What follows belongs to an exercise in optimizing a design on an open flow for small area and a short achievable clock period; a production flow would make more cautious choices. At most, simulation tests tie the RTL to the original design; equivalence was not proved. No driver is modelled on the clock port, so clock power and skew are understated where the tree is cut down; a real chip needs a root buffer or a tree. Power is estimated from default activity; no workload was simulated.

## spi_mem_slave
module spi_mem_slave #(
    parameter int unsigned CPOL       = 0,
    parameter int unsigned CPHA       = 0,
    parameter int unsigned MSB_FIRST  = 0,
    parameter int unsigned ADDR_BYTES = 2,
    parameter int unsigned MEM_AW     = 8
) (
    input  logic       CLK,
    input  logic       nRESET,
    input  logic       nCS,
    input  logic       SCK,
    input  logic       MOSI,
    output logic       MISO,
    output logic       MISO_OE,
    output logic       busy,
    output logic       rx_valid,
    output logic [7:0] rx_byte,
    output logic       frame_err
);
Size in the first run: roughly 2600 cells after synthesis, ~48000 um2 of cells after synthesis.
==> module spi_mem_slave, before the edit <==
module spi_mem_slave #(
    parameter int unsigned CPOL       = 0,
    parameter int unsigned CPHA       = 0,
    parameter int unsigned MSB_FIRST  = 0,
    parameter int unsigned ADDR_BYTES = 2,
    parameter int unsigned MEM_AW     = 8
) (
    input  logic       CLK,
    input  logic       nRESET,
    input  logic       nCS,
    input  logic       SCK,
    input  logic       MOSI,
    output logic       MISO,
    output logic       MISO_OE,
    output logic       busy,
    output logic       rx_valid,
    output logic [7:0] rx_byte,
    output logic       frame_err
);
    logic       s_addr, s_cmd, s_wr, s_rd, a2;
    logic       e_addr, e_cmd, e_dat, e_inc;
    logic [7:0] tgt, tgt_n;     
    logic       byte_done, frame_end, active, tx_load, last_bit, rx_next_zero, rx_zero;
    logic [7:0] tx_byte, rx_data, rx_data_next;
    spi_bit_engine #(
        .CPOL      (CPOL),
        .CPHA      (CPHA),
        .MSB_FIRST (MSB_FIRST)
    ) u_engine (
        .clk          (CLK),
        .rst_n        (nRESET),
        .cs_n         (nCS),
        .sck          (SCK),
        .mosi         (MOSI),
        .tx_load      (tx_load),
        .tx_byte      (tx_byte),
        .miso         (MISO),
        .active       (active),
        .byte_done    (byte_done),
        .frame_end    (frame_end),
        .frame_err    (frame_err),
        .rx_byte      (rx_byte),
        .rx_data      (rx_data),
        .last_bit     (last_bit),
        .rx_next_zero (rx_next_zero),
        .rx_data_next (rx_data_next)
    );
    assign busy     = active;
    assign MISO_OE  = active;
    assign rx_valid = byte_done;
    always_ff @(posedge CLK or negedge nRESET) begin
        if (!nRESET) begin
            e_addr <= 1'b0;
            e_cmd  <= 1'b0;
            e_dat  <= 1'b0;
            e_inc  <= 1'b0;
        end else begin
            e_addr <= last_bit && (frame_end || s_addr);
            e_cmd  <= last_bit && !frame_end && s_cmd;
            e_dat  <= last_bit && !frame_end && (s_rd || s_wr);
            e_inc  <= last_bit && !frame_end && ((s_cmd && rx_next_zero) || s_rd || s_wr);
        end
    end
    always_ff @(posedge CLK)
        rx_zero <= rx_next_zero;
    logic sel_ld;
    assign sel_ld = e_addr && !a2;
    always_comb begin
        tgt_n = tgt;
        if (sel_ld)
            tgt_n = rx_data;
        if (e_inc)
            tgt_n = tgt + 8'd1;
    end
    always_ff @(posedge CLK or negedge nRESET) begin
        if (!nRESET) begin
            s_addr  <= 1'b1;
            s_cmd   <= 1'b0;
            s_wr    <= 1'b0;
            s_rd    <= 1'b0;
            a2      <= 1'b0;
            tx_load <= 1'b0;
        end else begin
            tx_load <= byte_done | frame_end;
            if (e_addr) begin
                a2 <= !a2;
                if (a2) begin
                    s_addr <= 1'b0;
                    s_cmd  <= 1'b1;
                end
            end
            if (e_cmd) begin
                s_cmd <= 1'b0;
                s_rd  <= rx_zero;
                s_wr  <= !rx_zero;
            end
            if (frame_end) begin
                s_addr <= 1'b1;
                s_cmd  <= 1'b0;
                s_wr   <= 1'b0;
                s_rd   <= 1'b0;
                a2     <= 1'b0;
            end
        end
    end
    logic [3:0]   hp;           
    logic         wv;           
    logic [7:0]   wd;
    logic [3:0]   wrow;         
    logic [3:0]   wlo;          
    logic         wissue;
    logic         wfire;        
    logic [15:0]  wsel;         
    logic         fire_new, fire_old, wfire_n;
    logic         ca, cb, ji;   
    logic         rm;           
    logic         rm_n;
    logic         rh, rl, rxc, jl, je;
    logic [3:0]   rsel;         
    logic [7:0]   hs;           
    logic         rmd;          
    logic [7:0]   pf;
    logic [127:0] heads;
    assign wissue   = e_dat && s_wr;
    assign fire_new = ca;
    assign fire_old = wv && !wfire && (ji ? ca : cb);
    assign wfire_n  = wissue ? fire_new : fire_old;
    always_ff @(posedge CLK) begin
        hp    <= hp - 4'd1;
        ca    <= (tgt[3:0] + 4'd3) == hp;
        cb    <= (wlo + 4'd3) == hp;
        ji    <= wissue;
        wfire <= wfire_n;
        for (int r = 0; r < 16; r++)
            wsel[r] <= wissue ? (fire_new && tgt[7:4] == 4'(r)) : (fire_old && wrow == 4'(r));
        if (wissue) begin
            wv   <= 1'b1;
            wd   <= rx_data;
            wrow <= tgt[7:4];
            wlo  <= tgt[3:0];
        end else if (wfire) begin
            wv   <= 1'b0;
        end
        tgt  <= tgt_n;
        rh   <= (tgt[3:0] + 4'd2) == hp;
        rl   <= (rx_data[3:0] + 4'd2) == hp;
        rxc  <= (rx_data_next[3:0] + 4'd2) == hp;
        jl   <= sel_ld;
        je   <= e_inc;
        rm   <= rm_n;
        hs   <= heads[{rsel, 3'd0} +: 8];
        rmd  <= rm;
        if (rmd)
            pf <= hs;
    end
    assign rm_n = sel_ld ? rxc      
                : e_inc  ? ca       
                : jl     ? rl       
                : je     ? ca       
                :          rh;      
    always_ff @(posedge CLK or negedge nRESET) begin
        if (!nRESET)
            rsel <= '0;
        else
            rsel <= tgt_n[7:4];
    end
    for (genvar r = 0; r < 16; r++) begin : g_row
        logic [127:0] q;        
        always_ff @(posedge CLK)
            q <= {q[119:0], wsel[r] ? wd : q[127:120]};
        assign heads[8*r +: 8] = q[7:0];
    end
    always_comb begin
        tx_byte = spi_mem_pkg::IDLE_TX;
        if (s_rd)
            tx_byte = rmd ? hs : pf;
    end
endmodule
Settings: LEC_CHECK=0, ABC_CLOCK_PERIOD_IN_PS=1800, CAP_MARGIN=20, CORE_MARGIN=2, CORE_UTILIZATION=45, CTS_BUF_LIST=sky130_fd_sc_hd__clkbuf_16, CTS_CLUSTER_DIAMETER=100, CTS_CLUSTER_SIZE=30, PLACE_DENSITY=0.6, SETUP_SLACK_MARGIN=2.1, SLEW_MARGIN=20; clock period 4.0 ns.
standard.sh (not shown) runs the stock make flow with config.mk's settings and CLKGATE_MAP_FILE= SYNTH_SCRIPT=/design/flow/synth_recipe.tcl, a recipe that flattens the netlist after the stock synthesis.
==> flow/flow/run.sh <==
#!/bin/bash
# Layout flow: the standard flow (standard.sh, all steps), with one change
# after clock tree synthesis: retree.tcl, run by ORFS's CTS step through its
# POST_CTS_TCL hook, rebuilds the top of the clock tree so the clock reaches
# every flip-flop through two buffers instead of three (see retree.tcl).
# The make/ORFS output goes to standard.log here; ORFS's per-step tool logs
# stay under orfs/logs/.
set -euo pipefail
cd "$(dirname "$0")/.."
export POST_CTS_TCL="$PWD/flow/retree.tcl"
bash standard.sh > standard.log 2>&1
Other scripts of this flow, unchanged in this note and not shown: flow/flow/retree.tcl
==> next run, changes <==
--- a/flow/design.v
+++ b/flow/design.v
@@ -214,12 +214,10 @@
     logic         ca, cb, ji;   
     logic         rm;           
     logic         rm_n;
     logic         rh, rl, rxc, jl, je;
     logic [3:0]   rsel;         
-    logic [7:0]   hs;           
-    logic         rmd;          
     logic [7:0]   pf;
     logic [127:0] heads;
     assign wissue   = e_dat && s_wr;
     assign fire_new = ca;
     assign fire_old = wv && !wfire && (ji ? ca : cb);
@@ -245,14 +243,12 @@
         rl   <= (rx_data[3:0] + 4'd2) == hp;
         rxc  <= (rx_data_next[3:0] + 4'd2) == hp;
         jl   <= sel_ld;
         je   <= e_inc;
         rm   <= rm_n;
-        hs   <= heads[{rsel, 3'd0} +: 8];
-        rmd  <= rm;
-        if (rmd)
-            pf <= hs;
+        if (rm)
+            pf <= heads[{rsel, 3'd0} +: 8];
     end
     assign rm_n = sel_ld ? rxc      
                 : e_inc  ? ca       
                 : jl     ? rl       
                 : je     ? ca       
@@ -270,8 +266,8 @@
         assign heads[8*r +: 8] = q[7:0];
     end
     always_comb begin
         tx_byte = spi_mem_pkg::IDLE_TX;
         if (s_rd)
-            tx_byte = rmd ? hs : pf;
+            tx_byte = pf;
     end
 endmodule
=> Sequential share of layout area rose by 0.21 points; power fell by 0.47%; die area fell by 0.40%; utilization fell by 0.17 points; register-to-register slack hardly moves; fmax rose by 6.9%; area after synthesis fell by 0.40%; cell area fell by 0.49%; flip-flop and latch count fell by 9; routed wire length fell by 3.8%; via count fell by 1.1%.
Only the layout flow was run in the first run of this note; the RTL was not checked for function there.


## old
spi_mem_slave, a different RTL version from the one above (not shown whole).
Size: ~18 I/O pins.
==> module spi_mem_slave, before the edit <==
module spi_mem_slave #(
    parameter int unsigned CPOL       = 0,
    parameter int unsigned CPHA       = 0,
    parameter int unsigned MSB_FIRST  = 0,
    parameter int unsigned ADDR_BYTES = 2,
    parameter int unsigned MEM_AW     = 8
) (
    input  logic       CLK,
    input  logic       nRESET,
    input  logic       nCS,
    input  logic       SCK,
    input  logic       MOSI,
    output logic       MISO,
    output logic       MISO_OE,
    output logic       busy,
    output logic       rx_valid,
    output logic [7:0] rx_byte,
    output logic       frame_err
);
    logic       s_addr, s_cmd, s_wr, s_rd, a2;
    logic       e_addr, e_cmd, e_dat, e_inc;
    logic [7:0] tgt, tgt_n;     
    logic       byte_done, frame_end, active, tx_load, last_bit, rx_next_zero, rx_zero;
    logic [7:0] tx_byte, rx_data, rx_data_next;
    spi_bit_engine #(
        .CPOL      (CPOL),
        .CPHA      (CPHA),
        .MSB_FIRST (MSB_FIRST)
    ) u_engine (
        .clk          (CLK),
        .rst_n        (nRESET),
        .cs_n         (nCS),
        .sck          (SCK),
        .mosi         (MOSI),
        .tx_load      (tx_load),
        .tx_byte      (tx_byte),
        .miso         (MISO),
        .active       (active),
        .byte_done    (byte_done),
        .frame_end    (frame_end),
        .frame_err    (frame_err),
        .rx_byte      (rx_byte),
        .rx_data      (rx_data),
        .last_bit     (last_bit),
        .rx_next_zero (rx_next_zero),
        .rx_data_next (rx_data_next)
    );
    assign busy     = active;
    assign MISO_OE  = active;
    assign rx_valid = byte_done;
    always_ff @(posedge CLK or negedge nRESET) begin
        if (!nRESET) begin
            e_addr <= 1'b0;
            e_cmd  <= 1'b0;
            e_dat  <= 1'b0;
            e_inc  <= 1'b0;
        end else begin
            e_addr <= last_bit && (frame_end || s_addr);
            e_cmd  <= last_bit && !frame_end && s_cmd;
            e_dat  <= last_bit && !frame_end && (s_rd || s_wr);
            e_inc  <= last_bit && !frame_end && ((s_cmd && rx_next_zero) || s_rd || s_wr);
        end
    end
    always_ff @(posedge CLK)
        rx_zero <= rx_next_zero;
    logic sel_ld;
    assign sel_ld = e_addr && !a2;
    always_comb begin
        tgt_n = tgt;
        if (sel_ld)
            tgt_n = rx_data;
        if (e_inc)
            tgt_n = tgt + 8'd1;
    end
    always_ff @(posedge CLK or negedge nRESET) begin
        if (!nRESET) begin
            s_addr  <= 1'b1;
            s_cmd   <= 1'b0;
            s_wr    <= 1'b0;
            s_rd    <= 1'b0;
            a2      <= 1'b0;
            tx_load <= 1'b0;
        end else begin
            tx_load <= byte_done | frame_end;
            if (e_addr) begin
                a2 <= !a2;
                if (a2) begin
                    s_addr <= 1'b0;
                    s_cmd  <= 1'b1;
                end
            end
            if (e_cmd) begin
                s_cmd <= 1'b0;
                s_rd  <= rx_zero;
                s_wr  <= !rx_zero;
            end
            if (frame_end) begin
                s_addr <= 1'b1;
                s_cmd  <= 1'b0;
                s_wr   <= 1'b0;
                s_rd   <= 1'b0;
                a2     <= 1'b0;
            end
        end
    end
    logic [3:0]   hp;           
    logic         wv;           
    logic [7:0]   wd;
    logic [3:0]   wrow;         
    logic [3:0]   wlo;          
    logic         wissue;
    logic         wfire;        
    logic         fire_new, fire_old, wfire_n;
    logic         ca, cb, ji;   
    logic         rm;           
    logic         rm_n;
    logic         rh, rl, rxc, jl, je;
    logic [3:0]   rsel;         
    logic [7:0]   pf;
    logic [127:0] heads;
    assign wissue   = e_dat && s_wr;
    assign fire_new = ca;
    assign fire_old = wv && !wfire && (ji ? ca : cb);
    assign wfire_n  = wissue ? fire_new : fire_old;
    always_ff @(posedge CLK) begin
        hp    <= hp - 4'd1;
        ca    <= (tgt[3:0] + 4'd3) == hp;
        cb    <= (wlo + 4'd3) == hp;
        ji    <= wissue;
        wfire <= wfire_n;
        if (wissue) begin
            wv   <= 1'b1;
            wd   <= rx_data;
            wrow <= tgt[7:4];
            wlo  <= tgt[3:0];
        end else if (wfire) begin
            wv   <= 1'b0;
        end
        tgt  <= tgt_n;
        rh   <= (tgt[3:0] + 4'd2) == hp;
        rl   <= (rx_data[3:0] + 4'd2) == hp;
        rxc  <= (rx_data_next[3:0] + 4'd2) == hp;
        jl   <= sel_ld;
        je   <= e_inc;
        rm   <= rm_n;
        if (rm)
            pf <= heads[{rsel, 3'd0} +: 8];
    end
    assign rm_n = sel_ld ? rxc      
                : e_inc  ? ca       
                : jl     ? rl       
                : je     ? ca       
                :          rh;      
    always_ff @(posedge CLK or negedge nRESET) begin
        if (!nRESET)
            rsel <= '0;
        else
            rsel <= tgt_n[7:4];
    end
    for (genvar r = 0; r < 16; r++) begin : g_row
        logic [127:0] q;        
        always_ff @(posedge CLK)
            q <= {q[119:0], (wfire && wrow == 4'(r)) ? wd : q[127:120]};
        assign heads[8*r +: 8] = q[7:0];
    end
    always_comb begin
        tx_byte = spi_mem_pkg::IDLE_TX;
        if (s_rd)
            tx_byte = pf;
    end
endmodule
clock: 4.0 ns
lec_check: 0
abc_clock_period_in_ps: 1800
cap_margin: 20
core_margin: 2
core_utilization: 45
cts_buf_list: sky130_fd_sc_hd__clkbuf_16
cts_cluster_diameter: 100
cts_cluster_size: 30
place_density: 0.6
setup_slack_margin: 2.1
slew_margin: 20
Scripts as last shown in full above: flow/flow/run.sh
Other scripts of this flow, unchanged in this note and not shown: flow/flow/retree.tcl
The following lists how new was set up differently from old:
--- a/flow/design.v
+++ b/flow/design.v
@@ -161,18 +161,22 @@
         end
     end
     always_ff @(posedge CLK)
         rx_zero <= rx_next_zero;
     logic sel_ld;
     assign sel_ld = e_addr && !a2;
+    logic [7:0] tgt_inc;
+    always_comb
+        for (int i = 0; i < 8; i++)
+            tgt_inc[i] = tgt[i] ^ ((tgt & ((8'd1 << i) - 8'd1)) == ((8'd1 << i) - 8'd1));
     always_comb begin
         tgt_n = tgt;
         if (sel_ld)
             tgt_n = rx_data;
         if (e_inc)
-            tgt_n = tgt + 8'd1;
+            tgt_n = tgt_inc;
     end
     always_ff @(posedge CLK or negedge nRESET) begin
         if (!nRESET) begin
             s_addr  <= 1'b1;
             s_cmd   <= 1'b0;
             s_wr    <= 1'b0;
@@ -206,30 +210,35 @@
     logic         wv;           
     logic [7:0]   wd;
     logic [3:0]   wrow;         
     logic [3:0]   wlo;          
     logic         wissue;
     logic         wfire;        
+    logic [15:0]  wsel;         
     logic         fire_new, fire_old, wfire_n;
     logic         ca, cb, ji;   
     logic         rm;           
     logic         rm_n;
     logic         rh, rl, rxc, jl, je;
-    logic [3:0]   rsel;         
+    logic [15:0]  roh;          
+    logic [15:0]  roh_n;
+    logic [7:0]   hsel;
     logic [7:0]   pf;
     logic [127:0] heads;
     assign wissue   = e_dat && s_wr;
     assign fire_new = ca;
     assign fire_old = wv && !wfire && (ji ? ca : cb);
     assign wfire_n  = wissue ? fire_new : fire_old;
     always_ff @(posedge CLK) begin
         hp    <= hp - 4'd1;
         ca    <= (tgt[3:0] + 4'd3) == hp;
         cb    <= (wlo + 4'd3) == hp;
         ji    <= wissue;
         wfire <= wfire_n;
+        for (int r = 0; r < 16; r++)
+            wsel[r] <= wissue ? (fire_new && tgt[7:4] == 4'(r)) : (fire_old && wrow == 4'(r));
         if (wissue) begin
             wv   <= 1'b1;
             wd   <= rx_data;
             wrow <= tgt[7:4];
             wlo  <= tgt[3:0];
         end else if (wfire) begin
@@ -239,30 +248,37 @@
         rh   <= (tgt[3:0] + 4'd2) == hp;
         rl   <= (rx_data[3:0] + 4'd2) == hp;
         rxc  <= (rx_data_next[3:0] + 4'd2) == hp;
         jl   <= sel_ld;
         je   <= e_inc;
         rm   <= rm_n;
+        roh  <= roh_n;
         if (rm)
-            pf <= heads[{rsel, 3'd0} +: 8];
+            pf <= hsel;
     end
     assign rm_n = sel_ld ? rxc      
                 : e_inc  ? ca       
                 : jl     ? rl       
                 : je     ? ca       
                 :          rh;      
-    always_ff @(posedge CLK or negedge nRESET) begin
-        if (!nRESET)
-            rsel <= '0;
-        else
-            rsel <= tgt_n[7:4];
+    always_comb begin
+        roh_n = roh;
+        if (sel_ld)
+            roh_n = 16'd1 << rx_data[7:4];
+        if (e_inc && tgt[3:0] == 4'hf)
+            roh_n = {roh[14:0], roh[15]};
+    end
+    always_comb begin
+        hsel = '0;
+        for (int r = 0; r < 16; r++)
+            hsel = hsel | ({8{roh[r]}} & heads[8*r +: 8]);
     end
     for (genvar r = 0; r < 16; r++) begin : g_row
         logic [127:0] q;        
         always_ff @(posedge CLK)
-            q <= {q[119:0], (wfire && wrow == 4'(r)) ? wd : q[127:120]};
+            q <= {q[119:0], wsel[r] ? wd : q[127:120]};
         assign heads[8*r +: 8] = q[7:0];
     end
     always_comb begin
         tx_byte = spi_mem_pkg::IDLE_TX;
         if (s_rd)
             tx_byte = pf;
### Flow results
When new is measured against old, its sum of met3 wire segment lengths after detailed routing turns out 660 µm higher. | post-layout minimum cycle time | new vs old | 0.13 ns lower |. new vs old: total power up slightly. Count of unresolved DRC violations after routing: new vs old — no meaningful difference. old has lower number of global-route vias before repair than new.
Only the layout flow was run in old; the RTL was not checked for function there.

==> port drivers added, routing unchanged <==
In the flow no input, the clock included, has a driving cell. The finished layouts below were timed again as built, in two steps.
Step 1 assumes that a clkbuf_16 drives the clock port and a buf_2 every other input.
Step 2 times the ports against the registers' clock, not the clock port: input delays grow and output delays shrink by t, the midpoint of the rising clock arrivals with the driver on.
Three values: no drivers, after step 1, after step 2; two values: the first two.
| run | t (ns) | slack for setup (ns) | slew at the worst register clock pin (ns) |
|---|---|---|---|
| the first run of note 1 | 0.625 | 2.044 / 1.906 / 2.183 | 0.11 / 0.11 |
| the second run of note 1 | 0.645 | 2.170 / 2.027 / 2.170 | 0.11 / 0.11 |
| old | 0.629 | 2.028 / 1.892 / 2.108 | 0.11 / 0.11 |
| new | 0.629 | 2.159 / 2.020 / 2.164 | 0.11 / 0.11 |
After both steps every run listed still meets setup and hold.
